This design comes from an exercise in tuning for small area on the open sky130 flow, not from production work.
Only simulation tests tie the RTL to the original design; equivalence was not proved.
Power is estimated from default activity; no workload was simulated.

## run M
==> flow/design.v <==
`default_nettype none
package apb_pkg;
  localparam int WAIT_CNT_W = 4;
  typedef enum logic [1:0] {
    MST_IDLE   = 2'd0,
    MST_SETUP  = 2'd1,
    MST_ACCESS = 2'd2
  } apb_mst_state_t;
  typedef enum logic [0:0] {
    IDLE   = 1'b0,
    ACCESS = 1'b1
  } apb_slv_state_t;
endpackage
`default_nettype wire
`default_nettype none
module apb_mem_array #(
  parameter int DATA_WIDTH = 32,
  parameter int RINGS      = 12
) (
  input  logic                  clk,
  input  logic                  rst_n,
  input  logic                  we,
  input  logic [3:0]            wring,
  input  logic [1:0]            wslot,
  input  logic [DATA_WIDTH-1:0] wdata,    
  input  logic                  rvalid,
  input  logic [3:0]            rring,
  input  logic [1:0]            rslot,
  output logic [DATA_WIDTH-1:0] rdata
);
  localparam int W = DATA_WIDTH;
  logic [RINGS*W-1:0] p0, p1, p2, p3;
  logic [1:0]         u;           
  logic [1:0]         u_in;        
  logic [1:0]         clr_cnt;
  logic               clear;
  logic               pend;
  logic [3:0]         pend_ring;
  logic [1:0]         pend_slot;
  logic [W-1:0]       wbuf;
  logic               now_ok;      
  logic               pend_go;     
  logic [RINGS-1:0]   ins;
  logic [W-1:0]       ins_data;
  assign u_in     = u - 2'd1;
  assign clear    = !rst_n || (clr_cnt != 2'd0);
  assign now_ok   = (wslot == u_in);
  assign pend_go  = pend && (pend_slot == u_in);
  assign ins_data = clear ? '0 : wbuf;
  always_comb begin
    for (int r = 0; r < RINGS; r++) begin
      ins[r] = clear ||
               (we   && now_ok && (wring == 4'(r))) ||
               (pend_go && (pend_ring == 4'(r)));
    end
  end
  always_ff @(posedge clk) begin
    for (int r = 0; r < RINGS; r++) begin
      p0[r*W +: W] <= ins[r] ? ins_data : p3[r*W +: W];
    end
    p1 <= p0;
    p2 <= p1;
    p3 <= p2;
  end
  always_ff @(posedge clk) begin
    if (!rst_n) begin
      u       <= 2'd0;
      clr_cnt <= 2'd3;
      pend    <= 1'b0;
    end else begin
      u <= u_in;
      if (clr_cnt != 2'd0) clr_cnt <= clr_cnt - 2'd1;
      if (we && !now_ok) begin
        pend      <= 1'b1;
        pend_ring <= wring;
        pend_slot <= wslot;
      end else if (pend_go) begin
        pend <= 1'b0;
      end
    end
  end
  always_ff @(posedge clk) begin
    if (!pend || pend_go) wbuf <= wdata;
  end
  logic [W-1:0] tap;
  logic [W-1:0] rcap;
  logic         rd_hit;
  always_comb begin
    tap = '0;
    for (int r = 0; r < RINGS; r++) begin
      if (rvalid && rring == 4'(r)) tap = tap | p0[r*W +: W];
    end
  end
  assign rd_hit = (rslot == u);
  always_ff @(posedge clk) begin
    if (rd_hit) rcap <= tap;
  end
  assign rdata = rd_hit ? tap : rcap;
endmodule
`default_nettype wire
`default_nettype none
module apb_slave_mem #(
  parameter int ADDR_WIDTH  = 16,
  parameter int DATA_WIDTH  = 32,
  parameter int MEM_DEPTH   = 64,
  parameter int RO_BASE     = 48,
  parameter int WAIT_STATES = 2
) (
  input  logic                  pclk,
  input  logic                  preset_n,
  input  logic                  psel,
  input  logic                  penable,
  input  logic                  pwrite,
  input  logic [ADDR_WIDTH-1:0] paddr,
  input  logic [DATA_WIDTH-1:0] pwdata,
  output logic [DATA_WIDTH-1:0] prdata,
  output logic                  pready,
  output logic                  pslverr
);
  logic [1:0] cnt;
  logic       setup;
  logic       in_rw;      
  logic       in_mem;     
  logic       addr_err;
  assign setup    = psel && !penable;
  assign in_mem   = ({1'b0, paddr} < (ADDR_WIDTH+1)'(MEM_DEPTH));
  assign in_rw    = ({1'b0, paddr} < (ADDR_WIDTH+1)'(RO_BASE));
  assign addr_err = pwrite ? !in_rw : !in_mem;
  assign pready  = preset_n && psel && penable && (cnt == 2'(WAIT_STATES + 1));
  assign pslverr = addr_err;
  always_ff @(posedge pclk) begin
    if (!preset_n || !psel) begin
      cnt <= 2'd0;
    end else if (!penable) begin
      cnt <= 2'd1;
    end else if (cnt == 2'(WAIT_STATES + 1)) begin
      cnt <= 2'd0;
    end else if (cnt != 2'd0) begin
      cnt <= cnt + 2'd1;
    end
  end
  apb_mem_array #(
    .DATA_WIDTH (DATA_WIDTH),
    .RINGS      (RO_BASE / 4)
  ) u_mem (
    .clk    (pclk),
    .rst_n  (preset_n),
    .we     (pready && pwrite && in_rw),
    .wring  (paddr[5:2]),
    .wslot  (paddr[1:0]),
    .wdata  (pwdata),
    .rvalid (in_rw),
    .rring  (paddr[5:2]),
    .rslot  (paddr[1:0]),
    .rdata  (prdata)
  );
endmodule
`default_nettype wire
export LEC_CHECK = 0
export CAP_MARGIN = 20
export CORE_MARGIN = 2
export CORE_UTILIZATION = 40
export SLEW_MARGIN = 20
create_clock -name core_clock -period 5.0 [get_ports {pclk}]
run.sh (not shown) runs the stock make flow with config.mk's settings and CLKGATE_MAP_FILE= SYNTH_SCRIPT=/design/flow/synth_recipe.tcl, a recipe that flattens the netlist after the stock synthesis.
diff inputs: run M => run D
==> flow/design.v, changed modules only <==
module apb_mem_array #(
  parameter int DATA_WIDTH = 32,
  parameter int RINGS      = 12
) (
  input  logic                  clk,
  input  logic                  rst_n,
  input  logic                  we,
  input  logic [3:0]            wring,
  input  logic [1:0]            wslot,
  input  logic [DATA_WIDTH-1:0] wdata,    
  input  logic                  rvalid,
  input  logic [3:0]            rring,
  input  logic [1:0]            rslot,
  output logic [DATA_WIDTH-1:0] rdata
);
  localparam int W = DATA_WIDTH;
  logic [RINGS*W-1:0] p0, p1, p2, p3;
  logic [1:0]         u;           
  logic [1:0]         u_in;        
  logic [1:0]         clr_cnt;
  logic               clear;       
  logic [RINGS-1:0]   stale;       
  logic               pend;
  logic [3:0]         pend_ring;
  logic [1:0]         pend_slot;
  logic [W-1:0]       wbuf;
  logic               now_ok;      
  logic               pend_go;     
  logic [RINGS-1:0]   ins;
  logic [W-1:0]       ins_data;
  assign u_in     = u - 2'd1;
  assign clear    = (clr_cnt != 2'd0);
  assign now_ok   = (wslot == u_in);
  assign pend_go  = pend && (pend_slot == u_in);
  assign ins_data = wbuf;
  always_comb begin
    for (int r = 0; r < RINGS; r++) begin
      ins[r] = clear ||
               (we   && now_ok && (wring == 4'(r))) ||
               (pend_go && (pend_ring == 4'(r)));
    end
  end
  always_ff @(posedge clk) begin
    for (int r = 0; r < RINGS; r++) begin
      p0[r*W +: W] <= ins[r] ? ins_data : p3[r*W +: W];
    end
    p1 <= p0;
    p2 <= p1;
    p3 <= p2;
  end
  always_ff @(posedge clk) begin
    if (!rst_n) begin
      u       <= 2'd3;
      clr_cnt <= 2'd3;
      pend    <= 1'b0;
      stale   <= '1;
    end else begin
      u <= u_in;
      if (clr_cnt != 2'd0) clr_cnt <= clr_cnt - 2'd1;
      for (int r = 0; r < RINGS; r++) begin
        if (ins[r] && u_in == 2'd3) stale[r] <= 1'b0;
      end
      if (we && !now_ok) begin
        pend      <= 1'b1;
        pend_ring <= wring;
        pend_slot <= wslot;
      end else if (pend_go) begin
        pend <= 1'b0;
      end
    end
  end
  always_ff @(posedge clk) begin
    if (!rst_n || clr_cnt[1]) wbuf <= '0;
    else if (!pend || pend_go) wbuf <= wdata;
  end
  logic [W-1:0] tap;
  logic [W-1:0] rcap;
  logic         rd_hit;
  logic         hit_q;
  logic         ok_q;
  always_comb begin
    tap = '0;
    for (int r = 0; r < RINGS; r++) begin
      if (rring == 4'(r) && !(rslot == 2'd3 && stale[r])) tap = tap | p0[r*W +: W];
    end
  end
  assign rd_hit = (rslot == u);
  always_ff @(posedge clk) begin
    if (rd_hit) rcap <= tap;
    hit_q <= (rslot == u_in);
    ok_q  <= rvalid;
  end
  assign rdata = ok_q ? (hit_q ? tap : rcap) : '0;
endmodule
==> run summary <==
Fraction of met2 tracks used by global routing came out lower on run D than on run M.
When run D is measured against run M, its design internal power turns out about 8% higher.
Layout-stage area growth over the synthesis result: run D vs run M down 2.8 points
Compared run D vs run M, and sequential share of layout area is up in run D.
Looking at fraction of layout instances using a drive strength above 1 across run M and run D, the one that comes out higher is run D.
Relative to run M, post-cts sizing count has decreased by 4 in run D.
Setup slack after placement in run D is 0.26 ns higher than in run M

[re-timing with driven ports]
The flow's constraints put no driver on any port. The routed layouts listed below were extracted and timed again, unchanged, in two steps.
Step 1 (the two cells are an assumption about what drives the block):
set clk [get_ports {pclk}]
set_driving_cell -lib_cell sky130_fd_sc_hd__clkbuf_16 $clk
set_driving_cell -lib_cell sky130_fd_sc_hd__buf_2 [delete_from_list [all_inputs] $clk]
Step 2 times the ports against the registers' clock, not the clock port: input delays grow and output delays shrink by t, the midpoint of the rising clock arrivals with the driver on.
Three values: ideal ports, drivers, drivers and shift; two values: the first two.
run	shift t [ns]	setup slack, ns	worst register clock-pin slew, ns	pins driven straight from the clock port
run M	0.808	0.044 / 0.023 / 0.023	0.07 / 0.07	1
run D	0.794	0.190 / 0.166 / 0.166	0.06 / 0.06	1
After both steps every run listed still meets setup and hold. The setup slack of run D, which loses most, moves by -0.024 ns with the drivers and by -0.024 ns with both steps.
